Context: an optimization exercise on an open-source flow, tuned for small area and a short achievable clock period. The choices shown serve that exercise and are no tape-out recipe.
The RTL was checked by simulation tests, not by an equivalence proof against the original design.

## JK
==> flow/design.v <==
module output_buffer_bank #(
   parameter int BANK_WIDTH = 32,
   parameter int DATA_W     = 32,
   parameter int ADDR_W     = 16,
   parameter int N_CH       = 8
) (
   input  logic                         clk_i,
   input  logic                         rst_sync_i,
   input  logic                         start_i,
   input  logic                         abort_i,
   input  logic [31:0]                  cfg_out_w_i,
   input  logic [31:0]                  cfg_out_h_i,
   input  logic [ADDR_W-1:0]            cfg_base_addr_i,
   input  logic [2:0]                   output_ch_sel_i,
   input  logic [BANK_WIDTH-1:0]        push_i,
   input  logic [BANK_WIDTH*DATA_W-1:0] data_in_i,
   output logic                         ob_ready_o,
   output logic [N_CH-1:0]              sram_wr_en_o,
   output logic [ADDR_W-1:0]            sram_wr_addr_o,
   output logic [DATA_W-1:0]            sram_wr_data_o,
   output logic                         frame_done_o,
   output logic                         error_o
);
   localparam int BW    = BANK_WIDTH;
   localparam int COL_W = (BANK_WIDTH > 1) ? $clog2(BANK_WIDTH) : 1;
   logic                  idle_q, coll_q, drain_q, done_q;
   logic                  idle_d, coll_d, drain_d, done_d;
   logic [COL_W-1:0]      wm1_q;           
   logic [31:0]           rem_q;           
   logic                  lastrow_q;       
   logic [2:0]            ch_q;
   logic [ADDR_W-1:0]     addr_q;
   logic [BW-1:0]         v_q, v_d;        
   logic                  full_q, full_d;  
   logic [BW-1:0][DATA_W-1:0]   fill_q;
   logic [BW-2:0][DATA_W-1:0]   drn_q;
   logic                  sh_q, nsh_q;     
   logic [COL_W-1:0]      cnt_q;           
   logic                  is1_q;           
   logic                  colpar_q;        
   logic                  z0_q, z1_q;      
   logic                  rlast_q, rlast_d;  
   logic                  ready_q, rdy_o_q, ready_d;
   logic                  err_q, err_d;
   logic [N_CH-1:0]       wr_en_q;
   logic [ADDR_W-1:0]     wr_addr_q;
   logic [DATA_W-1:0]     wr_data_q;
   logic [BW-1:0]         mask, veff, st, bad;
   logic                  cfg_legal, collecting, clr, copy, nxt, issue, wr, bfull, par, nxt_d;
   logic                  lastw, aa;
   always_comb begin
      for (int i = 0; i < BW; i++) mask[i] = (COL_W'(i) <= wm1_q);
   end
   assign cfg_legal  = !(|cfg_out_w_i[31:6]) &&
                       (cfg_out_w_i[5] ? !(|cfg_out_w_i[4:0]) : (|cfg_out_w_i[4:0])) &&
                       (|cfg_out_h_i);
   assign collecting = coll_q | drain_q;
   assign clr   = coll_q & full_q;
   assign copy  = full_q & (coll_q | (rlast_q & !lastrow_q));
   assign nxt   = drain_q & !rlast_q;      
   assign issue = copy | nxt;
   assign wr    = issue & !abort_i;
   assign par   = !colpar_q;               
   assign lastw = copy ? z0_q : is1_q;     
   assign veff  = clr ? '0 : v_q;
   assign st    = {BW{ready_q}} & push_i & mask & ~veff;
   assign bad   = collecting ? (mask & ({BW{!ready_q}} | veff)) : '1;
   assign bfull = ready_q & ((mask & ~veff & ~push_i) == '0);
   always_comb begin
      idle_d  = abort_i | done_q | (idle_q & !(start_i & cfg_legal));
      coll_d  = !abort_i & ((idle_q & start_i & cfg_legal) | (coll_q & !full_q) |
                            (rlast_q & !lastrow_q & !full_q));
      drain_d = wr;
      done_d  = !abort_i & rlast_q & lastrow_q;
      rlast_d = wr & lastw;
      nxt_d   = issue & !lastw;
      if (abort_i || !collecting) begin
         v_d    = '0;
         full_d = 1'b0;
      end else begin
         v_d    = (copy ? '0 : v_q) | st;
         full_d = (full_q & !copy) | bfull;
      end
      aa      = (idle_q & start_i & cfg_legal) | (coll_q & !full_q) | (rlast_q & !lastrow_q & !full_q);
      ready_d = !abort_i & (aa | (issue & !(full_q & !copy) & !bfull));
      err_d = err_q | (!abort_i & ((idle_q & start_i & !cfg_legal) | ((push_i & bad) != '0)));
   end
   always_ff @(posedge clk_i) begin
      if (rst_sync_i) begin
         idle_q    <= 1'b1;
         coll_q    <= 1'b0;
         drain_q   <= 1'b0;
         done_q    <= 1'b0;
         full_q    <= 1'b0;
         rlast_q   <= 1'b0;
         ready_q   <= 1'b0;
         rdy_o_q   <= 1'b0;
         err_q     <= 1'b0;
         wr_en_q   <= '0;
         wr_addr_q <= '0;
         wr_data_q <= '0;
      end else begin
         idle_q    <= idle_d;
         coll_q    <= coll_d;
         drain_q   <= drain_d;
         done_q    <= done_d;
         full_q    <= full_d;
         rlast_q   <= rlast_d;
         ready_q   <= ready_d;
         rdy_o_q   <= !(idle_d | done_d | (drain_d & full_d));
         err_q     <= err_d;
         wr_en_q   <= wr ? (N_CH'(1) << ch_q) : '0;
         wr_addr_q <= wr ? addr_q : '0;
         wr_data_q <= copy & !abort_i ? fill_q[0] :
                      (nxt & !abort_i ? (drn_q[0] ^ {DATA_W{par}}) : '0);
      end
   end
   always_ff @(posedge clk_i) begin
      v_q   <= v_d;
      sh_q  <= nxt_d;
      nsh_q <= !nxt_d;
      if (idle_q) begin
         wm1_q     <= COL_W'(cfg_out_w_i[COL_W-1:0] - 1'b1);
         z0_q      <= (cfg_out_w_i[COL_W-1:0] == COL_W'(1));
         z1_q      <= (cfg_out_w_i[COL_W-1:0] == COL_W'(2));
         rem_q     <= cfg_out_h_i;
         lastrow_q <= (cfg_out_h_i == 32'd1);
         ch_q      <= output_ch_sel_i;
         addr_q    <= cfg_base_addr_i;
      end else begin
         if (rlast_q) begin
            rem_q     <= rem_q - 32'd1;
            lastrow_q <= (rem_q == 32'd2);
         end
         if (issue) addr_q <= addr_q + ADDR_W'(1);
      end
      if (copy) begin
         cnt_q    <= wm1_q;
         is1_q    <= z1_q;
         colpar_q <= 1'b0;
      end else if (nxt) begin
         cnt_q    <= cnt_q - COL_W'(1);
         is1_q    <= (cnt_q == COL_W'(2));
         colpar_q <= !colpar_q;
      end
   end
   always_ff @(posedge clk_i) begin
      for (int i = 0; i < BW; i++)
         if (!v_q[i] || copy) fill_q[i] <= data_in_i[i*DATA_W +: DATA_W];
      for (int k = 0; k < BW-2; k++)
         drn_q[k] <= ~((drn_q[k+1] | {DATA_W{nsh_q}}) & (fill_q[k+1] | {DATA_W{sh_q}}));
      drn_q[BW-2] <= ~fill_q[BW-1];
   end
   assign ob_ready_o     = rdy_o_q;
   assign sram_wr_en_o   = wr_en_q;
   assign sram_wr_addr_o = wr_addr_q;
   assign sram_wr_data_o = wr_data_q;
   assign frame_done_o   = done_q;
   assign error_o        = err_q;
endmodule
Settings: LEC_CHECK=0, CAP_MARGIN=20, CORE_MARGIN=2, CORE_UTILIZATION=60, SLEW_MARGIN=20, BUFFER_PORTS_ARGS=-buffer_cell sky130_fd_sc_hd__buf_1, CTS_ARGS=-sink_clustering_enable -repair_clock_nets -dont_use_dummy_load -root_buf sky130_fd_sc_hd__clkbuf_16 -buf_list {sky130_fd_sc_hd__clkbuf_8} -sink_clustering_size 16 -sink_clustering_max_diameter 40, SETUP_SLACK_MARGIN=7.0, PRE_DETAIL_PLACE_TCL=/design/flow/flow/pre_dpl.tcl, PRE_IO_PLACEMENT_TCL=/design/flow/flow/pre_iop.tcl; clock period 10.0 ns.
standard.sh (not shown) runs the stock make flow with config.mk's settings and CLKGATE_MAP_FILE= SYNTH_SCRIPT=/design/flow/synth_recipe.tcl, a recipe that flattens the netlist after the stock synthesis.
==> flow/flow/run.sh <==
#!/bin/bash
# Own layout flow: the standard ORFS flow (standard.sh, unchanged synthesis)
# with single-strength port buffers, a lighter clock tree (no dummy loads), a
# setup margin for the timing repair, and the flip-flops that drive output
# ports placed next to their port buffers (flow/pre_dpl.tcl, run before
# detailed placement), with the output ports grouped with the control inputs
# that gate them (flow/pre_iop.tcl). ORFS writes each step's log under orfs/logs; make's own
# output goes to standard.log here.
set -euo pipefail
cat >> config.mk <<EOC
export BUFFER_PORTS_ARGS = -buffer_cell sky130_fd_sc_hd__buf_1
export CTS_ARGS = -sink_clustering_enable -repair_clock_nets -dont_use_dummy_load -root_buf sky130_fd_sc_hd__clkbuf_16 -buf_list {sky130_fd_sc_hd__clkbuf_8} -sink_clustering_size 16 -sink_clustering_max_diameter 40
export SETUP_SLACK_MARGIN = 7.0
export PRE_DETAIL_PLACE_TCL = $PWD/flow/pre_dpl.tcl
export PRE_IO_PLACEMENT_TCL = $PWD/flow/pre_iop.tcl
EOC
bash standard.sh > standard.log 2>&1
==> flow/flow/pre_dpl.tcl <==
# Move each flip-flop that drives an output port buffer next to that buffer, so
# the register-to-output paths are short; detailed placement then legalises.
set block [ord::get_db_block]
set moved 0
foreach bterm [$block getBTerms] {
  if {[$bterm getIoType] ne "OUTPUT"} { continue }
  set net [$bterm getNet]
  if {$net eq "NULL"} { continue }
  set buf ""
  foreach it [$net getITerms] { if {[$it isOutputSignal]} { set buf [$it getInst] } }
  if {$buf eq ""} { continue }
  set in_net ""
  foreach it [$buf getITerms] { if {[$it isInputSignal]} { set in_net [$it getNet] } }
  if {$in_net eq "" || $in_net eq "NULL"} { continue }
  set ff ""
  foreach it [$in_net getITerms] { if {[$it isOutputSignal]} { set ff [$it getInst] } }
  if {$ff eq "" || ![string match "*__df*" [[$ff getMaster] getName]]} { continue }
  set loc [$buf getLocation]
  $ff setLocation [lindex $loc 0] [lindex $loc 1]
  incr moved
}
puts "pre_dpl: moved $moved output flip-flops next to their port buffers"
==> flow/flow/pre_iop.tcl <==
# Keep the output ports and the control inputs that gate the output registers
# (abort_i, rst_sync_i, start_i) together on the die edge, so the paths into
# and out of the output registers stay short.
set grp {}
foreach bt [[ord::get_db_block] getBTerms] {
  set n [$bt getName]
  if {[$bt getIoType] eq "OUTPUT" || $n in {abort_i rst_sync_i start_i}} { lappend grp $n }
}
set_io_pin_constraint -group -order -pin_names $grp
puts "pre_iop: grouped [llength $grp] pins"
Modified inputs, MS compared to JK
# JK
export LEC_CHECK = 0
export CAP_MARGIN = 20
export CORE_MARGIN = 2
export CORE_UTILIZATION = 60
export SLEW_MARGIN = 20
export BUFFER_PORTS_ARGS = -buffer_cell sky130_fd_sc_hd__buf_1
export CTS_ARGS = -sink_clustering_enable -repair_clock_nets -dont_use_dummy_load -root_buf sky130_fd_sc_hd__clkbuf_16 -buf_list {sky130_fd_sc_hd__clkbuf_8} -sink_clustering_size 16 -sink_clustering_max_diameter 40
export SETUP_SLACK_MARGIN = 7.0
export PRE_DETAIL_PLACE_TCL = /design/flow/flow/pre_dpl.tcl
export PRE_IO_PLACEMENT_TCL = /design/flow/flow/pre_iop.tcl
create_clock -name core_clock -period 10.0 [get_ports {clk_i}]
# MS
export LEC_CHECK = 0
export CAP_MARGIN = 20
export CORE_MARGIN = 2
export CORE_UTILIZATION = 70
export SLEW_MARGIN = 20
export BUFFER_PORTS_ARGS = -buffer_cell sky130_fd_sc_hd__buf_1
export CTS_ARGS = -sink_clustering_enable -repair_clock_nets -dont_use_dummy_load -root_buf sky130_fd_sc_hd__clkbuf_16 -buf_list {sky130_fd_sc_hd__clkbuf_8} -sink_clustering_size 20 -sink_clustering_max_diameter 45
export SETUP_SLACK_MARGIN = 7.0
export PRE_DETAIL_PLACE_TCL = /design/flow/flow/pre_dpl.tcl
create_clock -name core_clock -period 10.0 [get_ports {clk_i}]
==> flow/flow/run.sh <==
#!/bin/bash
# Own layout flow: the standard ORFS flow (standard.sh, unchanged synthesis)
# with single-strength port buffers, a lighter clock tree (no dummy loads), a
# setup margin for the timing repair, and the flip-flops that drive output
# ports placed next to their port buffers (flow/pre_dpl.tcl, run before
# detailed placement). ORFS writes each step's log under orfs/logs; make's own
# output goes to standard.log here.
set -euo pipefail
cat >> config.mk <<EOC
export BUFFER_PORTS_ARGS = -buffer_cell sky130_fd_sc_hd__buf_1
export CTS_ARGS = -sink_clustering_enable -repair_clock_nets -dont_use_dummy_load -root_buf sky130_fd_sc_hd__clkbuf_16 -buf_list {sky130_fd_sc_hd__clkbuf_8} -sink_clustering_size 20 -sink_clustering_max_diameter 45
export SETUP_SLACK_MARGIN = 7.0
export PRE_DETAIL_PLACE_TCL = $PWD/flow/pre_dpl.tcl

EOC
bash standard.sh > standard.log 2>&1
removed: flow/flow/pre_iop.tcl
Findings:
Of JK and MS, only JK finishes the flow clean.
Status: MS FAILED at 3_2_place_iop (tool error)
Comparing JK against MS, there is no change at all in proportion of synthesized flip-flops having asynchronous set or reset.
Reported for JK and MS, register bit count reported by yosys turned out identical to the last digit.
Reported for JK and MS, compound-gate portion of the synthesized area turned out identical to the last digit.
JK has higher count of standard-cell rows than MS.
Mux share of post-synthesis cell area across JK and MS: no real change.
Netlist area before placement of JK is on par with MS.
As far as mean post-synth cell area goes, MS and JK are indistinguishable; the numbers are identical.
Reported for JK and MS, number of flops mapped to enable cells by yosys turned out identical to the last digit.
Changes observed in MS relative to JK: xor and xnor area share after synthesis comparable; width of the die now smaller; die height now smaller.
The following lists how AL was set up differently from MS:
# MS
export LEC_CHECK = 0
export CAP_MARGIN = 20
export CORE_MARGIN = 2
export CORE_UTILIZATION = 70
export SLEW_MARGIN = 20
export BUFFER_PORTS_ARGS = -buffer_cell sky130_fd_sc_hd__buf_1
export CTS_ARGS = -sink_clustering_enable -repair_clock_nets -dont_use_dummy_load -root_buf sky130_fd_sc_hd__clkbuf_16 -buf_list {sky130_fd_sc_hd__clkbuf_8} -sink_clustering_size 20 -sink_clustering_max_diameter 45
export SETUP_SLACK_MARGIN = 7.0
export PRE_DETAIL_PLACE_TCL = /design/flow/flow/pre_dpl.tcl
create_clock -name core_clock -period 10.0 [get_ports {clk_i}]
# AL
export LEC_CHECK = 0
export CAP_MARGIN = 20
export CORE_MARGIN = 2
export CORE_UTILIZATION = 60
export SLEW_MARGIN = 20
export BUFFER_PORTS_ARGS = -buffer_cell sky130_fd_sc_hd__buf_1
export CTS_ARGS = -sink_clustering_enable -repair_clock_nets -dont_use_dummy_load -root_buf sky130_fd_sc_hd__clkbuf_16 -buf_list {sky130_fd_sc_hd__clkbuf_8} -sink_clustering_size 20 -sink_clustering_max_diameter 45
export SETUP_SLACK_MARGIN = 6.8
create_clock -name core_clock -period 10.0 [get_ports {clk_i}]
==> flow/flow/run.sh <==
#!/bin/bash
# Own layout flow: the standard ORFS flow (standard.sh, unchanged synthesis)
# with single-strength port buffers, a lighter clock tree (no dummy loads) and
# a setup margin for the timing repair. ORFS writes each step's log under
# orfs/logs; make's own output goes to standard.log here.
set -euo pipefail
cat >> config.mk <<'EOC'
export BUFFER_PORTS_ARGS = -buffer_cell sky130_fd_sc_hd__buf_1
export CTS_ARGS = -sink_clustering_enable -repair_clock_nets -dont_use_dummy_load -root_buf sky130_fd_sc_hd__clkbuf_16 -buf_list {sky130_fd_sc_hd__clkbuf_8} -sink_clustering_size 20 -sink_clustering_max_diameter 45
export SETUP_SLACK_MARGIN = 6.8
EOC
bash standard.sh > standard.log 2>&1
removed: flow/flow/pre_dpl.tcl
Results
- In summary, AL completed successfully, with a layout that passed the timing, design-rule and antenna checks.
- MS never completed, since it errored out during 3_2_place_iop.
- Comparing MS against AL, there is no change at all in xor and xnor fraction of the mapped netlist area.
- Net count after synthesis: MS vs AL identical
- Multiplexer fraction of the synthesized cell area came out exactly the same in AL and MS.
- From AL to MS, post-synthesis sequential area ratio did not move at all.
- The initial core utilization number comes out lower for AL vs MS.
- Taking MS as the reference, in AL floorplan die height saw an increase, number of standard-cell rows in the floorplan saw an increase.

## afterwards: timing with drivers on the ports
The flow's constraints put no driver on any port. The routed layouts listed below were extracted and timed again, unchanged, in two steps.
Step 1 sets driving cells, clkbuf_16 on the clock port and buf_2 on the other inputs (assumed; they add their load-dependent delay and slew).
Step 2, shift: input delay + t, output delay - t, t = (earliest + latest rising clock arrival at the registers) / 2. This alone moves slack from input paths to output paths.
Three values: no drivers, after step 1, after step 2; two values: the first two.
run	t, ns	setup slack, ns	clock arrival spread, ns
JK	0.795	6.802 / 6.729 / 5.953	0.099 / 0.099
AL	0.792	6.623 / 6.549 / 5.894	0.125 / 0.125
After both steps setup and hold are still met in every run listed. The setup slack of JK, which loses most, moves by -0.073 ns with the drivers and by -0.849 ns with both steps.
